Background: an optimization exercise with open tools, aiming at a short achievable clock period and few clock cycles. Do not read the settings as production practice.
The RTL was checked by simulation tests, not by an equivalence proof against the original design.
Power and IR drop assume default switching activity.

==> branch cedar: inputs <==
## dcache_ctrl
module dcache_ctrl (
    input  logic        clk,
    input  logic        reset,
    input  logic [31:0] dcache_addr,
    input  logic [3:0]  dcache_we,
    input  logic        dcache_re,
    input  logic [31:0] dcache_din,
    output logic [31:0] dcache_dout,
    output logic        stall,
    output logic        mem_req_valid,
    input  logic        mem_req_ready,
    output logic        mem_req_rnw,
    output logic [31:0] mem_req_addr,
    output logic [31:0] mem_req_data,
    output logic [3:0]  mem_req_mask,
    input  logic        mem_resp_valid,
    input  logic [31:0] mem_resp_data
);
clock: 9.0 ns
lec_check: 0
cap_margin: 20
core_margin: 2
core_utilization: 55
setup_slack_margin: 5
slew_margin: 20
tns_end_percent: 100
run.sh (not shown) runs the stock make flow with config.mk's settings and CLKGATE_MAP_FILE= SYNTH_SCRIPT=/design/flow/synth_recipe.tcl, a recipe that flattens the netlist after the stock synthesis.
==> branch willow (differences from branch cedar) <==
--- a/flow/design.v
+++ b/flow/design.v
@@ -84,14 +84,17 @@
     logic             r_wait;          
     logic             r_sb;            
     logic             r_valid;         
     logic             r_ld_chk;        
     logic             r_st_chk;        
     logic [IDX_W-1:0] r_idx;           
     logic [LINES-1:0] r_wsel;          
+    logic [IDX_W-1:0] r_midx;          
+    logic [LINES-1:0] r_mwsel;         
+    logic [3:0]       r_wait_q;        
     logic [TAG_W-1:0] r_tag;
     logic [3:0]       r_we;
     logic [31:0]      r_din;
     logic             r_hit;           
     logic [31:0]      r_rd;            
     logic [29:0]      r_wb_addr [WBD];
     logic [31:0]      r_wb_data [WBD];
@@ -121,36 +124,40 @@
     assign mem_req_valid = r_valid || w_miss;
     assign mem_req_rnw   = !r_occ[0];
     assign mem_req_addr  = {r_wb_addr[0], 2'b00};
     assign mem_req_data  = r_wb_data[0];
     assign mem_req_mask  = r_wb_mask[0];
     assign w_pop         = r_occ[0] && mem_req_ready;
     assign w_rd_take     = (r_rp || w_miss) && !r_occ[0] && mem_req_ready;
-    assign dcache_dout   = r_wait ? mem_resp_data : r_rd;
+    always_comb begin
+        for (int b = 0; b < 4; b++) begin
+            dcache_dout[8*b +: 8] = r_wait_q[b] ? mem_resp_data[8*b +: 8] : r_rd[8*b +: 8];
+        end
+    end
     dcache_line_array #(
         .LINES (LINES),
         .IDX_W (IDX_W),
         .TAG_W (TAG_W)
     ) u_array (
         .clk       (clk),
         .rst       (reset),
         .i_lk_idx  (w_in_idx),
         .i_lk_tag  (w_in_tag),
         .o_lk_hit  (w_lk_hit),
         .o_lk_data (w_lk_data),
-        .i_wsel    (r_wsel),
+        .i_wsel    (r_wait ? r_mwsel : r_wsel),
         .i_tw_en   (r_rp || w_miss),
         .i_tw_tag  (r_tag),
         .i_dw_be   ({4{r_wait}} | ({4{w_st_wr}} & r_we)),
         .i_dw_data (r_wait ? mem_resp_data : r_din)
     );
     assign w_idx_eq = (w_in_idx == r_idx);
     always_comb begin
         for (int b = 0; b < 4; b++) begin
-            if (w_idx_eq && r_wait) begin
+            if ((w_in_idx == r_midx) && r_wait) begin
                 w_rd_nxt[8*b +: 8] = mem_resp_data[8*b +: 8];
             end else if (w_idx_eq && w_st_wr && r_we[b]) begin
                 w_rd_nxt[8*b +: 8] = r_din[8*b +: 8];
             end else begin
                 w_rd_nxt[8*b +: 8] = w_lk_data[8*b +: 8];
             end
         end
@@ -172,24 +179,28 @@
         end
     end
     assign w_rd_hold = r_rp || w_miss;
     always_ff @(posedge clk or posedge reset) begin
         if (reset) begin
             r_rp     <= 1'b0;
             r_wait   <= 1'b0;
+            r_wait_q <= '0;
             r_sb     <= 1'b0;
             r_valid  <= 1'b0;
             r_ld_chk <= 1'b0;
             r_st_chk <= 1'b0;
             r_occ    <= '0;
         end else begin
             r_ld_chk <= w_ld_acc;
             r_st_chk <= w_push;
             r_rp     <= w_rp_nxt;
             r_wait   <= w_wait_nxt;
+            for (int b = 0; b < 4; b++) begin
+                r_wait_q[b] <= w_rd_take || (r_wait_q[b] && !mem_resp_valid);
+            end
             r_sb     <= w_rp_nxt || (!w_ld_acc && w_occ_nxt[WBD-1]);
             r_valid  <= w_rp_nxt || w_occ_nxt[0];
             r_occ    <= w_occ_nxt;
         end
     end
     always_ff @(posedge clk) begin
         r_hit <= w_lk_hit;
@@ -197,15 +208,21 @@
     end
     always_comb begin
         for (int i = 0; i < LINES; i++) begin
             w_in_oh[i] = (w_in_idx == IDX_W'(i));
         end
     end
     always_ff @(posedge clk) begin
-        if (!stall) begin
+        if (w_miss) begin
+            r_midx  <= r_idx;
+            r_mwsel <= r_wsel;
+        end
+    end
+    always_ff @(posedge clk) begin
+        if (!(r_sb || w_miss)) begin
             r_idx  <= w_in_idx;
             r_wsel <= w_in_oh;
             r_tag  <= w_in_tag;
             r_we   <= dcache_we;
             r_din  <= dcache_din;
         end
     end
==> flow/flow/run.sh (new file) <==
#!/bin/bash
# The standard layout, with timing repair aiming further below the clock period than
# config.mk's SETUP_SLACK_MARGIN may (the clock period and constraints are unchanged).
set -o pipefail
bash standard.sh SETUP_SLACK_MARGIN=6 finish > standard_flow.log 2>&1
==> flow/standard.sh (new file) <==
#!/bin/bash
# synth_recipe.tcl (not shown) runs the flow's synth.tcl, then flattens the netlist and writes it again
# the make line also repeats each setting of config.mk as NAME=value (left out here)
make -C /OpenROAD-flow-scripts/flow DESIGN_CONFIG=/design/flow/config.mk WORK_HOME=/design/flow/orfs CLKGATE_MAP_FILE= SYNTH_SCRIPT=/design/flow/synth_recipe.tcl "${@:-finish}"
==> flow/config.mk (replaced) <==
export PLATFORM = sky130hd
export DESIGN_NAME = dcache_ctrl
export DESIGN_NICKNAME = dcache_ctrl
export VERILOG_FILES = /design/flow/design.v
export SDC_FILE = /design/flow/constraint.sdc
export NUM_CORES = 4
export LEC_CHECK = 0
export CAP_MARGIN = 20
export CORE_MARGIN = 2
export CORE_UTILIZATION = 45
export SETUP_SLACK_MARGIN = 5
export SLEW_MARGIN = 20
export TNS_END_PERCENT = 30
removed: flow/run.sh
==> qor summary <==
Arithmetic-cell share of the synthesized area counting full adders, half adders and majority gates: branch cedar 0.0157%; branch willow 0.0155%
HPWL reported at the end of detailed placement: branch cedar 360000 um; branch willow 353000 um
Mapped cell area: branch cedar 159000 sq um; branch willow 162000 sq um
Number of detailed-route iterations in the first pass: branch cedar 9; branch willow 8
Xor and xnor fraction of the mapped netlist area: branch cedar 8.47%; branch willow 8.39%
Flip-flop and latch count after synthesis: branch cedar 4085; branch willow 4159
Routed Wire Length: branch cedar 624000 um; branch willow 630000 um
Launch point of the worst path: branch cedar dcache_addr[7]; branch willow dcache_addr[21]
PnR worst setup slack: branch cedar 4650 ps; branch willow 4710 ps
Area of the die: branch cedar 294000 sq um; branch willow 364000 sq um
Filler cells: branch cedar 20.2k; branch willow 27.8k
Sequential Area: branch cedar 122000 sq um; branch willow 124000 sq um
Met3 usage: branch cedar 11.6%; branch willow 11.2%
Multiplexer share of the synthesized area: branch cedar 1.37%; branch willow 2.37%
Power density cells: branch cedar 278 nW/um^2; branch willow 267 nW/um^2
Slowest stage cell, crit path: branch cedar sky130_fd_sc_hd__nand4_1; branch willow sky130_fd_sc_hd__or4_1
Crit path DAT: branch cedar 5230 ps; branch willow 5080 ps
Status: branch cedar no timing/DRC/antenna violations; branch willow no timing/DRC/antenna violations
Clock buffers created by TritonCTS: branch cedar 415; branch willow 411
Buffers excl. clock: branch cedar 905; branch willow 1041
Number of multi-input logic gates: branch cedar 4725; branch willow 4744
Row cnt: branch cedar 197; branch willow 220
Per-cell via count in the routed design: branch cedar 6.97; branch willow 6.56
Sequential-to-total area share from yosys stat: branch cedar 76.5%; branch willow 76.9%
Peak Freq: branch cedar 230 MHz; branch willow 233 MHz
Testbench counts of branch cedar, summed over its fixed seeds: cycles 136,215.
Testbench counts of branch willow, summed over its fixed seeds: cycles 136,215.

## what the ideal ports hide
No port has a modelled driver above. Below, the same layouts with a new extraction and two added sets of constraints. Step 1, drivers: a clkbuf_16 drives clk and a buf_2 each remaining input, both assumed. Step 2 moves the port delays by t, midway between the first and last clock arrival at a register: inputs arrive t later, outputs are due t later. That takes back most of the time a late clock gives input paths. Three values: ideal ports, drivers, drivers and shift; two values: the first two.
| run | shift t [ns] | setup slack, ns | worst register clock-pin slew, ns | worst data-port slew with drivers (ns) |
|---|---|---|---|---|
| branch cedar | 1.109 | 4.654 / 4.697 / 3.588 | 0.07 / 0.07 | 0.11 |
| branch willow | 1.054 | 4.709 / 4.749 / 3.695 | 0.07 / 0.07 | 0.45 |
After both steps every run listed still meets setup and hold. The setup slack of branch cedar, which loses most, moves by +0.043 ns with the drivers and by -1.066 ns with both steps.
